From an optimization exercise on the open Yosys and OpenROAD flow, aimed at small area, a short achievable clock period and few clock cycles per item; shortcuts taken in it are not production practice. Function was checked by simulation only, so behaviour that the tests miss may differ from the original. Power and IR drop assume default switching activity.

Setup of wip/willow:
// reg_file_ctrl
module reg_file_ctrl #(
    parameter int                DATA_W   = 32,
    parameter int                ADDR_W   = 8,
    parameter int                DEPTH    = 64,
    parameter int                RO_COUNT = 1,
    parameter logic [DATA_W-1:0] ID_VALUE = 32'hACC0_0001
) (
    input  logic                  clk,
    input  logic                  reset,
    input  logic                  req_valid,
    output logic                  req_ready,
    input  logic [1:0]            req_op,
    input  logic [ADDR_W-1:0]     req_addr,
    input  logic [DATA_W-1:0]     req_wdata,
    input  logic [DATA_W/8-1:0]   req_wstrb,
    output logic                  rsp_valid,
    input  logic                  rsp_ready,
    output logic [DATA_W-1:0]     rsp_rdata,
    output logic [3:0]            rsp_error,
    output logic [7:0]            err_count
);
Settings: LEC_CHECK=0, CAP_MARGIN=20, CORE_MARGIN=2, CORE_UTILIZATION=50, CTS_CLUSTER_DIAMETER=85, CTS_CLUSTER_SIZE=28, PLACE_DENSITY=0.55, SETUP_SLACK_MARGIN=4.8, SLEW_MARGIN=20; clock period 8.0 ns.
standard.sh (not shown) runs the stock make flow with config.mk's settings and CLKGATE_MAP_FILE= SYNTH_SCRIPT=/design/flow/synth_recipe.tcl, a recipe that flattens the netlist after the stock synthesis.
==> flow/flow/run.sh <==
#!/bin/bash
set -euo pipefail
cd "$(dirname "$0")/.."
export CTS_ARGS="-sink_clustering_enable -repair_clock_nets -sink_clustering_size 28 -sink_clustering_max_diameter 85 -dont_use_dummy_load"
export BUFFER_PORTS_ARGS="-buffer_cell sky130_fd_sc_hd__buf_1"
bash standard.sh finish > standard.log 2>&1
test -f out/final.def
Testbench counts of wip/willow, summed over its fixed seeds: cycles 16,016, items 16,000.
Input changes introduced in wip/tundra (baseline for comparison: wip/willow):
Settings: a change of PLACE_DENSITY from 0.55 to 0.65; a change of CTS_CLUSTER_DIAMETER from 85 to 80; a change of CTS_CLUSTER_SIZE from 28 to 24; a change of CORE_UTILIZATION from 50 to 60.
==> flow/flow/run.sh <==
#!/bin/bash
set -euo pipefail
cd "$(dirname "$0")/.."
export CTS_ARGS="-sink_clustering_enable -repair_clock_nets -sink_clustering_size 24 -sink_clustering_max_diameter 80 -dont_use_dummy_load"
export BUFFER_PORTS_ARGS="-buffer_cell sky130_fd_sc_hd__buf_1"
bash standard.sh finish > standard.log 2>&1
test -f out/final.def
==> run summary <==
Final cell count: wip/tundra vs wip/willow down about 6%. Net switching share of the total power sits lower in wip/tundra than in wip/willow. STATUS total routed wirelength: wip/tundra wins against wip/willow. The final critical-path required period of wip/tundra is higher than that of wip/willow. Summary: with wip/willow as the reference, clock power in wip/tundra moved up slightly. Re number of maximum-capacitance constraint violations: no difference whatsoever between wip/willow and wip/tundra. | clock network power share | wip/tundra vs wip/willow | 0.4 points higher |. Comparing wip/tundra and wip/willow, total chip power is lower on wip/willow. Die: wip/tundra smaller than wip/willow. wip/tundra ended up with sky130_fd_sc_hd__buf_2 as its critical-path cell with the highest stage delay; wip/willow ended up with sky130_fd_sc_hd__a21oi_4. Against wip/willow, total non-filler cell area in the finished layout in wip/tundra came out better.
> inputs changed (wip/tundra -> wip/sierra)
Settings: CORE_UTILIZATION changed from 60 to 50; PLACE_DENSITY changed from 0.65 to 0.55.
### Flow results
Taking wip/tundra as 1.0, wip/sierra lands at 1.07 on wire length.
Across wip/tundra and wip/sierra, the outcome is the same: a clean finish for every run.
Compared with wip/tundra, in wip/sierra count of clock-net buffers in the final layout saw an increase, cell count saw an increase, detailed-routing wirelength on met1 saw an increase, number of antenna violations at the first check in global routing saw a decrease, cell area reported after detailed placement saw an increase.
wip/sierra — fraction of power consumed by the clock network 1.3 points higher, wip/tundra as reference


reg_file_ctrl, a different RTL version from the one above (not shown whole).
Size: ~4500 cells after synthesis, about 2100 flip-flops, roughly 96 I/O pins.
Settings: LEC_CHECK=0, CAP_MARGIN=20, CORE_MARGIN=2, CORE_UTILIZATION=40, CTS_CLUSTER_DIAMETER=80, CTS_CLUSTER_SIZE=24, PLACE_DENSITY=0.45, SETUP_SLACK_MARGIN=4.8, SLEW_MARGIN=20; clock period 8.0 ns.
==> flow/flow/run.sh <==
#!/bin/bash
set -euo pipefail
cd "$(dirname "$0")/.."
export CTS_ARGS="-sink_clustering_enable -repair_clock_nets -sink_clustering_size 24 -sink_clustering_max_diameter 80 -dont_use_dummy_load"
export BUFFER_PORTS_ARGS="-buffer_cell sky130_fd_sc_hd__buf_1"
bash standard.sh finish > standard.log 2>&1
test -f out/final.def
Testbench counts at the start, summed over its fixed seeds: cycles 16,016, items 16,000.
Next try:
==> flow/run.sh (new file) <==
#!/bin/bash
# synth_recipe.tcl (not shown) runs the flow's synth.tcl, then flattens the netlist and writes it again
# the make line also repeats each setting of config.mk as NAME=value (left out here)
make -C /OpenROAD-flow-scripts/flow DESIGN_CONFIG=/design/flow/config.mk WORK_HOME=/design/flow/orfs CLKGATE_MAP_FILE= SYNTH_SCRIPT=/design/flow/synth_recipe.tcl finish
removed: flow/flow/run.sh
removed: flow/standard.sh
After rerunning: The changed run completed with no timing, DRC or antenna violations. Clock-buffer cell count rose by 21. Register-to-register slack gains 0.02 ns. Sequential power is about the same. Die area is unchanged. Final cell count rose by about 1.4%. Via count rose by about 0.4%. Wire length fell by 1.2%. Power rose by about 6%. Clock power rose by about 22%. Combinational power is about the same.

## static timing again, ports no longer ideal
How much do the figures lean on ideal ports? The routed layouts below were timed once more, with nothing changed but the port constraints. Step 1 (the two cells are an assumption about what drives the block):
set clk [get_ports {clk}]
set_driving_cell -lib_cell sky130_fd_sc_hd__clkbuf_16 $clk
set_driving_cell -lib_cell sky130_fd_sc_hd__buf_2 [delete_from_list [all_inputs] $clk]
Step 2 also shifts input and output timing later by t, the mid clock arrival at the registers, as if the neighbouring blocks saw the same clock. Three values: ideal ports, drivers, drivers and shift; two values: the first two.
run | shift t [ns] | slack for setup (ns) | latest minus earliest clock arrival (ns) | slew at the worst register clock pin (ns) | worst data-port slew with drivers (ns)
wip/willow | 0.809 | 4.455 / 4.391 / 4.391 | 0.056 / 0.055 | 0.11 / 0.11 | 0.10
wip/tundra | 0.782 | 4.391 / 4.338 / 4.338 | 0.060 / 0.060 | 0.10 / 0.10 | 0.08
wip/sierra | 0.832 | 4.456 / 4.394 / 4.394 | 0.063 / 0.063 | 0.10 / 0.10 | 0.10
the first run of note 2 | 0.881 | 4.474 / 4.404 / 4.083 | 0.093 / 0.093 | 0.11 / 0.11 | 0.07
the second run of note 2 | 0.906 | 4.376 / 4.325 / 4.258 | 0.037 / 0.038 | 0.10 / 0.10 | 0.13
After both steps setup and hold are still met in every run listed. For the first run of note 2, which loses most, drivers alone change the setup slack by -0.070 ns; drivers and shift together by -0.391 ns.
